This is an optimization exercise on Yosys and OpenROAD, whose aim is a short achievable clock period and few clock cycles, not a production implementation.
At most, simulation tests tie the RTL to the original design; equivalence was not proved.
No activity file was given, so power comes from the tool's default toggle rates.

== build 13 ==
// tfacc_memif
module tfacc_memif #(
  parameter int NK = 8             
) (
  input  wire         cclk,
  input  wire         reset,
  input  wire [31:0]  adr,         
  input  wire [3:0]   we,
  input  wire         re,
  input  wire [31:0]  dw,
  output logic [31:0] dr,
  output logic        rdy,
  input  wire [31:0]  c_adr,       
  input  wire         c_re,
  output logic        c_rdy,
  output logic [31:0] c_dr,
  output logic [39:0] araddr,      
  output logic [7:0]  arlen,
  output logic        arvalid,
  input  wire         arready,
  input  wire [63:0]  rdata,
  input  wire         rlast,
  input  wire         rvalid,
  output logic        rready
);
Size in the first run: ~5100 cells after synthesis, about 2500 flip-flops, ~290 I/O pins.
==> module rd_cache, before the edit <==
module rd_cache (
  input  wire         cclk,
  input  wire         reset,
  input  wire  [31:0] c_adr,          
  input  wire         c_re,
  output logic        c_rdy,
  output logic [31:0] c_dr,
  input  wire  [31:0] base,
  input  wire         clr,            
  output logic [39:0] araddr,         
  output logic [7:0]  arlen,
  output logic        arvalid,
  input  wire         arready,
  input  wire  [63:0] rdata,          
  input  wire         rlast,
  input  wire         rvalid,
  output logic        rready
);
  localparam int NK = 8;
  logic [NK-1:0] valid;               
  logic [23:0]   tag_mem  [NK];
  logic [3:0]    bv       [NK];       
  logic [63:0]   data_mem [NK][4];
  logic [1:0]    f_v;
  logic [1:0]    f_live;              
  logic [2:0]    f_idx [2];
  logic [1:0]    f_cnt;               
  logic          st_beat;             
  logic          want_hi;             
  logic [31:0]   r_adr;
  logic [32:0]   ar_q;                
  logic          rdy_q;
  logic [31:0]   dr_q;
  assign arlen  = ARLEN_VAL;
  assign rready = 1'b1;               
  assign araddr = {7'd0, ar_q};
  assign c_rdy  = rdy_q;
  assign c_dr   = dr_q;
  wire beat_in = rvalid && f_v[0];
  wire pop     = beat_in && (f_cnt == 2'd3);
  wire push    = arvalid && arready;
  wire [2:0] r_idx = r_adr[7:5];
  wire [1:0] r_k   = r_adr[4:3];
  logic      miss_q;
  wire [1:0] kill    = {miss_q && (f_idx[1] == r_idx), miss_q && (f_idx[0] == r_idx)};
  wire [1:0] lv      = f_live & ~kill;
  wire       beat_wr = beat_in && f_live[0];
  logic at_q;
  wire want = st_beat && !miss_q && at_q;
  wire take = want && rvalid;         
  wire        accept = c_re;
  wire [2:0]  q_idx = c_adr[7:5];
  wire [1:0]  q_k   = c_adr[4:3];
  wire        q_w   = c_adr[2];
  logic [NK-1:0] q_sel, q_eq, q_hit, q_now, q_rdyl;
  always_comb begin
    for (int i = 0; i < NK; i++) begin
      q_sel[i]  = (q_idx == 3'(i));
      q_eq[i]   = valid[i] && (tag_mem[i] == c_adr[31:8]);
      q_hit[i]  = q_sel[i] && q_eq[i];
      q_now[i]  = beat_wr && (f_idx[0] == 3'(i)) && (f_cnt == q_k);
      q_rdyl[i] = q_hit[i] && (bv[i][q_k] || q_now[i]);
    end
  end
  wire        q_tagm = |q_hit;
  wire        q_rdy  = |q_rdyl;
  logic [31:0] q_line_w;
  always_comb begin
    q_line_w = '0;
    for (int i = 0; i < NK; i++)
      for (int j = 0; j < 4; j++)
        for (int h = 0; h < 2; h++)
          if (c_adr[7:2] == 6'(8 * i + 2 * j + h))
            q_line_w = q_line_w | data_mem[i][j][32*h +: 32];
  end
  wire        q_nowb = beat_wr && (f_idx[0] == q_idx) && (f_cnt == q_k);
  wire        bypass = take || q_nowb;
  wire        by_hi  = take ? want_hi : q_w;
  logic [1:0] n_fv, n_live;
  logic [2:0] n_f0, n_f1;
  always_comb begin
    n_fv = f_v; n_live = lv; n_f0 = f_idx[0]; n_f1 = f_idx[1];
    if (pop) begin
      n_fv   = {1'b0, f_v[1]};
      n_live = {1'b0, lv[1]};
      n_f0   = f_idx[1];
    end
    if (push) begin
      if (!n_fv[0]) begin n_fv[0] = 1'b1; n_live[0] = 1'b1; n_f0 = r_idx; end
      else          begin n_fv[1] = 1'b1; n_live[1] = 1'b1; n_f1 = r_idx; end
    end
  end
  wire [1:0] n_cnt  = beat_in ? f_cnt + 2'd1 : f_cnt;
  wire [2:0] n_ridx = accept ? q_idx : r_idx;
  wire [1:0] n_rk   = accept ? q_k : r_k;
  always_ff @(posedge cclk) begin
    at_q <= n_fv[0] && n_live[0] && (n_f0 == n_ridx) && (n_cnt == n_rk);
    if (accept) r_adr   <= c_adr;
    if (accept) want_hi <= q_w;
    if (accept) ar_q <= {1'b0, base} + {1'b0, c_adr[31:5], 5'd0};
    dr_q <= bypass ? (by_hi ? rdata[63:32] : rdata[31:0]) : q_line_w;
  end
  always_ff @(posedge cclk) begin
    rdy_q   <= !reset && ((accept && q_rdy) || take);
    arvalid <= !reset && ((accept && !q_tagm) || (arvalid && !arready));
    miss_q  <= !reset && accept && !q_tagm;
    if (reset) begin
      st_beat  <= 1'b0;
      f_v      <= 2'b00;
      f_cnt    <= 2'd0;
    end else begin
      st_beat  <= accept ? !q_rdy : (st_beat && !take);
      f_v      <= n_fv;
      f_live   <= n_live;
      f_idx[0] <= n_f0;
      f_idx[1] <= n_f1;
      f_cnt    <= n_cnt;
    end
  end
  always_ff @(posedge cclk) begin
    for (int i = 0; i < NK; i++) begin
      for (int j = 0; j < 4; j++) begin
        if (beat_wr && f_idx[0] == 3'(i) && f_cnt == 2'(j)) begin
          data_mem[i][j] <= rdata;
          bv[i][j]       <= 1'b1;
        end
      end
    end
    if (miss_q) begin
      tag_mem[r_idx] <= r_adr[31:8];
      bv[r_idx]      <= 4'b0000;
    end
  end
  always_ff @(posedge cclk) begin
    if (reset || clr) begin
      valid <= '0;
    end else if (miss_q) begin
      valid[r_idx] <= 1'b1;
    end
  end
endmodule
clock: 5.5 ns
lec_check: 0
cap_margin: 50
core_margin: 2
core_utilization: 50
cts_cluster_diameter: 100
cts_cluster_size: 20
setup_slack_margin: 3.0
slew_margin: 75
run.sh (not shown) runs the stock make flow with config.mk's settings and CLKGATE_MAP_FILE= SYNTH_SCRIPT=/design/flow/synth_recipe.tcl, a recipe that flattens the netlist after the stock synthesis.
Testbench counts of build 13, summed over its fixed seeds: cycles 130,732.
For build 56, these inputs were changed with respect to build 13:
-- flow/design.v --
<<< build 13, line 119
  wire [1:0] kill    = {miss_q && (f_idx[1] == r_idx), miss_q && (f_idx[0] == r_idx)};
  wire [1:0] lv      = f_live & ~kill;
  wire       beat_wr = beat_in && f_live[0];
  logic at_q;
  wire want = st_beat && !miss_q && at_q;
  wire take = want && rvalid;         
  wire        accept = c_re;
>>> build 56, line 119
  wire [1:0] kill    = {miss_q && (f_idx[1] == r_idx), miss_q && (f_idx[0] == r_idx)};
  wire [1:0] lv      = f_live & ~kill;
  wire       beat_wr = beat_in && lv[0];
  wire want = st_beat && f_v[0] && lv[0] && (f_idx[0] == r_idx) && (f_cnt == r_k);
  wire take = want && rvalid;         
  wire        accept = c_re;
<<< build 13, line 165
    end
  end
  wire [1:0] n_cnt  = beat_in ? f_cnt + 2'd1 : f_cnt;
  wire [2:0] n_ridx = accept ? q_idx : r_idx;
  wire [1:0] n_rk   = accept ? q_k : r_k;
  always_ff @(posedge cclk) begin
    at_q <= n_fv[0] && n_live[0] && (n_f0 == n_ridx) && (n_cnt == n_rk);
    if (accept) r_adr   <= c_adr;
    if (accept) want_hi <= q_w;
    if (accept) ar_q <= {1'b0, base} + {1'b0, c_adr[31:5], 5'd0};
    dr_q <= bypass ? (by_hi ? rdata[63:32] : rdata[31:0]) : q_line_w;
  end
  always_ff @(posedge cclk) begin
    rdy_q   <= !reset && ((accept && q_rdy) || take);
    arvalid <= !reset && ((accept && !q_tagm) || (arvalid && !arready));
    miss_q  <= !reset && accept && !q_tagm;
    if (reset) begin
>>> build 56, line 164
    end
  end
  always_ff @(posedge cclk) begin
    if (accept) r_adr   <= c_adr;
    if (accept) want_hi <= q_w;
    if (miss_q) ar_q <= {1'b0, base} + {1'b0, r_adr[31:5], 5'd0};
    dr_q <= bypass ? (by_hi ? rdata[63:32] : rdata[31:0]) : q_line_w;
  end
  always_ff @(posedge cclk) begin
    rdy_q   <= !reset && ((accept && q_rdy) || take);
    arvalid <= !reset && (miss_q || (arvalid && !arready));
    miss_q  <= !reset && accept && !q_tagm;
    if (reset) begin
<<< build 13, line 189
      f_idx[0] <= n_f0;
      f_idx[1] <= n_f1;
      f_cnt    <= n_cnt;
    end
  end
>>> build 56, line 184
      f_idx[0] <= n_f0;
      f_idx[1] <= n_f1;
      if (beat_in) f_cnt <= f_cnt + 2'd1;
    end
  end
Summary: final critical-path required period, build 56 worse than build 13
Total power was lower in build 13 than in build 56.
Diff build 13 -> build 56 | global-route wire length before repair | increase of about 2.3%
Of the two candidates, build 13 has the better cell area and build 56 the worse one.
For the global-route usage, build 56 came in 1.1 points higher than build 13 did.
Between build 56 and build 13, the difference in overall die area is negligible.
There was hardly any difference in area occupied by multi-input gates between build 56 and build 13.
Build 56: post-cts repair resize count is 1.9% higher than what build 13 reported.
Build 56 vs build 13 — via count climbed by a little under 10%
Looking at master of the slowest instance on the critical path, the sky130_fd_sc_hd__edfxtp_1 result is from build 56; the sky130_fd_sc_hd__or4_4 one comes from build 13.
Between build 13 and build 56, the synthesized area does not differ in any meaningful way.
Per the comparison of build 56 with build 13, worst supply voltage drop on vdd picked up an extra 42%, number of cells traversed by the worst register-to-register path increased by 3 relative to the old numbers.
Build 56 completed; timing, DRC and antenna clean
For build 56, only the layout was checked, not whether the RTL still works.

Setup of rev 12:
The RTL this note starts from:
==> flow/design.v <==
`default_nettype none
package memif_pkg;
  typedef logic [31:0] u32_t;        
  typedef logic [63:0] u64_t;        
  typedef logic [39:0] axi_addr_t;   
  localparam u32_t       REG_BLOCK = 32'hffff0180;
  localparam u32_t       REG_MASK  = 32'hffffffe0;   
  localparam logic [2:0] REG_CTRL  = 3'd0;           
  localparam logic [2:0] REG_BASE  = 3'd1;           
  localparam int         CLR_BIT   = 24;             
  localparam int         BEAT_BYTES = 8;
  localparam int         BURST_LEN  = 4;             
  localparam int         LINE_BYTES = 32;
  localparam logic [7:0] ARLEN_VAL  = 8'(BURST_LEN - 1);
  typedef enum logic [1:0] {
    bs_idle,    
    bs_addr,    
    bs_data     
  } burst_state_t;
  typedef enum logic [1:0] {
    cs_idle,    
    cs_lookup,  
    cs_fill     
  } cache_state_t;
endpackage
`default_nettype wire
`timescale 1ns/1ps
`default_nettype none
import memif_pkg::*;
module memif_regs (
  input  wire        cclk,
  input  wire        reset,
  input  wire [31:0] adr,    
  input  wire [3:0]  we,     
  input  wire        re,
  input  wire [31:0] dw,
  output logic [31:0] dr,
  output logic       rdy,
  output logic [31:0] base,   
  output logic       clr     
);
  logic       cs;     
  logic [2:0] sel;    
  assign cs  = (adr & REG_MASK) == REG_BLOCK;
  assign sel = adr[4:2];
  assign clr = cs && (sel == REG_CTRL) && we[3] && dw[CLR_BIT];
  always_ff @(posedge cclk) begin
    if (reset) begin
      base <= '0;
    end else if (cs && (sel == REG_BASE)) begin
      for (int i = 0; i < 4; i++) begin
        if (we[i]) base[8*i +: 8] <= dw[8*i +: 8];   
      end
    end
  end
  always_ff @(posedge cclk) begin
    if (reset) begin
      rdy <= 1'b0;
    end else begin
      rdy <= re | (|we);   
    end
  end
  always_ff @(posedge cclk) begin
    if (re && cs && (sel == REG_BASE)) begin
      dr <= base;
    end else begin
      dr <= '0;          
    end
  end
endmodule
`default_nettype wire
`timescale 1ns/1ps
`default_nettype none
import memif_pkg::*;
module rd_cache (
  input  wire         cclk,
  input  wire         reset,
  input  wire  [31:0] c_adr,          
  input  wire         c_re,
  output logic        c_rdy,
  output logic [31:0] c_dr,
  input  wire  [31:0] base,
  input  wire         clr,            
  output logic [39:0] araddr,         
  output logic [7:0]  arlen,
  output logic        arvalid,
  input  wire         arready,
  input  wire  [63:0] rdata,          
  input  wire         rlast,
  input  wire         rvalid,
  output logic        rready
);
  localparam int NK = 8;
  logic [NK-1:0] valid;               
  logic [23:0]   tag_mem  [NK];
  logic [3:0]    bv       [NK];       
  logic [63:0]   data_mem [NK][4];
  logic [1:0]    f_v;
  logic [1:0]    f_live;              
  logic [2:0]    f_idx [2];
  logic [1:0]    f_cnt;               
  logic          st_beat;             
  logic          want_hi;             
  logic [31:0]   r_adr;
  logic [32:0]   ar_q;                
  logic          rdy_q;
  logic [31:0]   dr_q;
  assign arlen  = ARLEN_VAL;
  assign rready = 1'b1;               
  assign araddr = {7'd0, ar_q};
  assign c_rdy  = rdy_q;
  assign c_dr   = dr_q;
  wire beat_in = rvalid && f_v[0];
  wire pop     = beat_in && (f_cnt == 2'd3);
  wire push    = arvalid && arready;
  wire [2:0] r_idx = r_adr[7:5];
  wire [1:0] r_k   = r_adr[4:3];
  logic      miss_q;
  wire [1:0] kill    = {miss_q && (f_idx[1] == r_idx), miss_q && (f_idx[0] == r_idx)};
  wire [1:0] lv      = f_live & ~kill;
  wire       beat_wr = beat_in && f_live[0];
  wire want = st_beat && !miss_q && f_v[0] && f_live[0] && (f_idx[0] == r_idx) && (f_cnt == r_k);
  wire take = want && rvalid;         
  wire        accept = c_re;
  wire [2:0]  q_idx = c_adr[7:5];
  wire [1:0]  q_k   = c_adr[4:3];
  wire        q_w   = c_adr[2];
  logic [NK-1:0] q_sel, q_eq, q_hit, q_now, q_rdyl;
  always_comb begin
    for (int i = 0; i < NK; i++) begin
      q_sel[i]  = (q_idx == 3'(i));
      q_eq[i]   = valid[i] && (tag_mem[i] == c_adr[31:8]);
      q_hit[i]  = q_sel[i] && q_eq[i];
      q_now[i]  = beat_wr && (f_idx[0] == 3'(i)) && (f_cnt == q_k);
      q_rdyl[i] = q_hit[i] && (bv[i][q_k] || q_now[i]);
    end
  end
  wire        q_tagm = |q_hit;
  wire        q_rdy  = |q_rdyl;
  logic [31:0] q_line_w;
  always_comb begin
    q_line_w = '0;
    for (int i = 0; i < NK; i++)
      for (int j = 0; j < 4; j++)
        for (int h = 0; h < 2; h++)
          if (c_adr[7:2] == 6'(8 * i + 2 * j + h))
            q_line_w = q_line_w | data_mem[i][j][32*h +: 32];
  end
  wire        q_nowb = beat_wr && (f_idx[0] == q_idx) && (f_cnt == q_k);
  wire        bypass = take || q_nowb;
  wire        by_hi  = take ? want_hi : q_w;
  logic [1:0] n_fv, n_live;
  logic [2:0] n_f0, n_f1;
  always_comb begin
    n_fv = f_v; n_live = lv; n_f0 = f_idx[0]; n_f1 = f_idx[1];
    if (pop) begin
      n_fv   = {1'b0, f_v[1]};
      n_live = {1'b0, lv[1]};
      n_f0   = f_idx[1];
    end
    if (push) begin
      if (!n_fv[0]) begin n_fv[0] = 1'b1; n_live[0] = 1'b1; n_f0 = r_idx; end
      else          begin n_fv[1] = 1'b1; n_live[1] = 1'b1; n_f1 = r_idx; end
    end
  end
  always_ff @(posedge cclk) begin
    if (accept) r_adr   <= c_adr;
    if (accept) want_hi <= q_w;
    if (accept) ar_q <= {1'b0, base} + {1'b0, c_adr[31:5], 5'd0};
    dr_q <= bypass ? (by_hi ? rdata[63:32] : rdata[31:0]) : q_line_w;
  end
  always_ff @(posedge cclk) begin
    rdy_q   <= !reset && ((accept && q_rdy) || take);
    arvalid <= !reset && ((accept && !q_tagm) || (arvalid && !arready));
    miss_q  <= !reset && accept && !q_tagm;
    if (reset) begin
      st_beat  <= 1'b0;
      f_v      <= 2'b00;
      f_cnt    <= 2'd0;
    end else begin
      st_beat  <= accept ? !q_rdy : (st_beat && !take);
      f_v      <= n_fv;
      f_live   <= n_live;
      f_idx[0] <= n_f0;
      f_idx[1] <= n_f1;
      if (beat_in) f_cnt <= f_cnt + 2'd1;
    end
  end
  always_ff @(posedge cclk) begin
    for (int i = 0; i < NK; i++) begin
      for (int j = 0; j < 4; j++) begin
        if (beat_wr && f_idx[0] == 3'(i) && f_cnt == 2'(j)) begin
          data_mem[i][j] <= rdata;
          bv[i][j]       <= 1'b1;
        end
      end
    end
    if (miss_q) begin
      tag_mem[r_idx] <= r_adr[31:8];
      bv[r_idx]      <= 4'b0000;
    end
  end
  always_ff @(posedge cclk) begin
    if (reset || clr) begin
      valid <= '0;
    end else if (miss_q) begin
      valid[r_idx] <= 1'b1;
    end
  end
endmodule
`default_nettype wire
`timescale 1ns/1ps
`default_nettype none
import memif_pkg::*;
module tfacc_memif #(
  parameter int NK = 8             
) (
  input  wire         cclk,
  input  wire         reset,
  input  wire [31:0]  adr,         
  input  wire [3:0]   we,
  input  wire         re,
  input  wire [31:0]  dw,
  output logic [31:0] dr,
  output logic        rdy,
  input  wire [31:0]  c_adr,       
  input  wire         c_re,
  output logic        c_rdy,
  output logic [31:0] c_dr,
  output logic [39:0] araddr,      
  output logic [7:0]  arlen,
  output logic        arvalid,
  input  wire         arready,
  input  wire [63:0]  rdata,
  input  wire         rlast,
  input  wire         rvalid,
  output logic        rready
);
  logic [31:0] base;   
  logic        clr;    
  memif_regs u_regs (
    .cclk  (cclk),
    .reset (reset),
    .adr   (adr),
    .we    (we),
    .re    (re),
    .dw    (dw),
    .dr    (dr),
    .rdy   (rdy),
    .base  (base),
    .clr   (clr)
  );
  rd_cache u_cache (
    .cclk    (cclk),
    .reset   (reset),
    .c_adr   (c_adr),
    .c_re    (c_re),
    .c_rdy   (c_rdy),
    .c_dr    (c_dr),
    .base    (base),
    .clr     (clr),
    .araddr  (araddr),
    .arlen   (arlen),
    .arvalid (arvalid),
    .arready (arready),
    .rdata   (rdata),
    .rlast   (rlast),
    .rvalid  (rvalid),
    .rready  (rready)
  );
endmodule
`default_nettype wire
clock: 5.5 ns
lec_check: 0
cap_margin: 50
core_margin: 2
core_utilization: 50
cts_cluster_diameter: 100
cts_cluster_size: 20
setup_slack_margin: 3.0
slew_margin: 75
Input-level comparison between rev 13 and rev 12:
diff --git a/flow/design.v b/flow/design.v
--- a/flow/design.v
+++ b/flow/design.v
@@ -101,4 +101,5 @@
   logic [1:0]    f_cnt;               
   logic          st_beat;             
+  logic          want_q;              
   logic          want_hi;             
   logic [31:0]   r_adr;
@@ -112,19 +113,13 @@
   assign c_dr   = dr_q;
   wire beat_in = rvalid && f_v[0];
+  wire beat_wr = beat_in && f_live[0];
+  wire take    = want_q && rvalid;    
   wire pop     = beat_in && (f_cnt == 2'd3);
   wire push    = arvalid && arready;
-  wire [2:0] r_idx = r_adr[7:5];
-  wire [1:0] r_k   = r_adr[4:3];
-  logic      miss_q;
-  wire [1:0] kill    = {miss_q && (f_idx[1] == r_idx), miss_q && (f_idx[0] == r_idx)};
-  wire [1:0] lv      = f_live & ~kill;
-  wire       beat_wr = beat_in && f_live[0];
-  wire want = st_beat && !miss_q && f_v[0] && f_live[0] && (f_idx[0] == r_idx) && (f_cnt == r_k);
-  wire take = want && rvalid;         
   wire        accept = c_re;
   wire [2:0]  q_idx = c_adr[7:5];
   wire [1:0]  q_k   = c_adr[4:3];
   wire        q_w   = c_adr[2];
-  logic [NK-1:0] q_sel, q_eq, q_hit, q_now, q_rdyl;
+  logic [NK-1:0] q_sel, q_eq, q_hit, q_now, q_rdyl, q_miss;
   always_comb begin
     for (int i = 0; i < NK; i++) begin
@@ -134,8 +129,10 @@
       q_now[i]  = beat_wr && (f_idx[0] == 3'(i)) && (f_cnt == q_k);
       q_rdyl[i] = q_hit[i] && (bv[i][q_k] || q_now[i]);
+      q_miss[i] = accept && q_sel[i] && !q_eq[i];
     end
   end
   wire        q_tagm = |q_hit;
   wire        q_rdy  = |q_rdyl;
+  wire        alloc  = accept && !q_tagm;     
   logic [31:0] q_line_w;
   always_comb begin
@@ -150,12 +147,24 @@
   wire        bypass = take || q_nowb;
   wire        by_hi  = take ? want_hi : q_w;
+  wire  [2:0] r_idx  = r_adr[7:5];
+  wire  [1:0] r_k    = r_adr[4:3];
+  wire  [2:0] n_ridx = accept ? q_idx : r_idx;
+  wire  [1:0] n_rk   = accept ? q_k   : r_k;
+  logic       n_beat;
   logic [1:0] n_fv, n_live;
   logic [2:0] n_f0, n_f1;
+  logic [1:0] n_cnt;
   always_comb begin
-    n_fv = f_v; n_live = lv; n_f0 = f_idx[0]; n_f1 = f_idx[1];
+    if (accept) n_beat = !q_rdy;
+    else        n_beat = st_beat && !take;
+    n_fv = f_v; n_live = f_live; n_f0 = f_idx[0]; n_f1 = f_idx[1];
     if (pop) begin
       n_fv   = {1'b0, f_v[1]};
-      n_live = {1'b0, lv[1]};
+      n_live = {1'b0, f_live[1]};
       n_f0   = f_idx[1];
+    end
+    if (alloc) begin
+      if (n_f0 == q_idx) n_live[0] = 1'b0;
+      if (n_f1 == q_idx) n_live[1] = 1'b0;
     end
     if (push) begin
@@ -163,4 +172,5 @@
       else          begin n_fv[1] = 1'b1; n_live[1] = 1'b1; n_f1 = r_idx; end
     end
+    n_cnt = beat_in ? f_cnt + 2'd1 : f_cnt;
   end
   always_ff @(posedge cclk) begin
@@ -172,21 +182,23 @@
   always_ff @(posedge cclk) begin
     rdy_q   <= !reset && ((accept && q_rdy) || take);
-    arvalid <= !reset && ((accept && !q_tagm) || (arvalid && !arready));
-    miss_q  <= !reset && accept && !q_tagm;
+    arvalid <= !reset && (alloc || (arvalid && !arready));
     if (reset) begin
       st_beat  <= 1'b0;
+      want_q   <= 1'b0;
       f_v      <= 2'b00;
       f_cnt    <= 2'd0;
     end else begin
-      st_beat  <= accept ? !q_rdy : (st_beat && !take);
+      st_beat  <= n_beat;
+      want_q   <= n_beat && n_fv[0] && n_live[0] && (n_f0 == n_ridx) && (n_cnt == n_rk);
       f_v      <= n_fv;
       f_live   <= n_live;
       f_idx[0] <= n_f0;
       f_idx[1] <= n_f1;
-      if (beat_in) f_cnt <= f_cnt + 2'd1;
+      f_cnt    <= n_cnt;
     end
   end
   always_ff @(posedge cclk) begin
     for (int i = 0; i < NK; i++) begin
+      if (accept && q_sel[i]) tag_mem[i] <= c_adr[31:8];
       for (int j = 0; j < 4; j++) begin
         if (beat_wr && f_idx[0] == 3'(i) && f_cnt == 2'(j)) begin
@@ -195,8 +207,5 @@
         end
       end
-    end
-    if (miss_q) begin
-      tag_mem[r_idx] <= r_adr[31:8];
-      bv[r_idx]      <= 4'b0000;
+      if (q_miss[i]) bv[i] <= 4'b0000;
     end
   end
@@ -204,6 +213,6 @@
     if (reset || clr) begin
       valid <= '0;
-    end else if (miss_q) begin
-      valid[r_idx] <= 1'b1;
+    end else begin
+      for (int i = 0; i < NK; i++) if (q_miss[i]) valid[i] <= 1'b1;
     end
   end
Compare rev 13 and rev 12 | worst endpoint data arrival time lower: rev 13
Rev 12 → rev 13: hold buffer count at cts stayed essentially flat, depth of the most critical reg-to-reg path fell by 4.
The placer congestion estimate on rev 13 is in line with that on rev 12.
Rev 13 vs rev 12: core area down slightly
Testbench counts of rev 13, summed over its fixed seeds: cycles 130,724.
No functional check of the RTL was part of rev 12.

-- port drivers added, routing unchanged --
The results above use ideal ports. As a check the final layouts listed here were re-extracted and re-timed, cells and wires unchanged.
Step 1 sets driving cells, clkbuf_16 on the clock port and buf_2 on the other inputs (assumed; they add their load-dependent delay and slew).
Step 2 adds t to the input delays and takes it off the output delays; t is the mean of the earliest and latest rising clock arrival at the registers after step 1. Input paths then give back, and output paths get back, about the clock's delay inside the block.
Slacks: ideal / step 1 / step 2; pairs: ideal / step 1.
run	shift t [ns]	setup WS [ns]	worst hold slack (ns)	worst setup path after step 2	worst data-port slew with drivers (ns)
build 13	0.925	2.777 / 2.813 / 1.888	0.457 / 0.457 / 0.457	input to register	0.23
build 56	0.926	2.520 / 2.520 / 1.681	0.442 / 0.442 / 0.442	input to register	0.18
rev 12	0.934	2.669 / 2.666 / 1.732	0.460 / 0.453 / 0.460	input to register	0.24
rev 13	0.915	2.859 / 2.849 / 1.933	0.455 / 0.454 / 0.455	input to register	0.16
After both steps every run listed still meets setup and hold. The setup slack of rev 12, which loses most, moves by -0.003 ns with the drivers and by -0.937 ns with both steps.
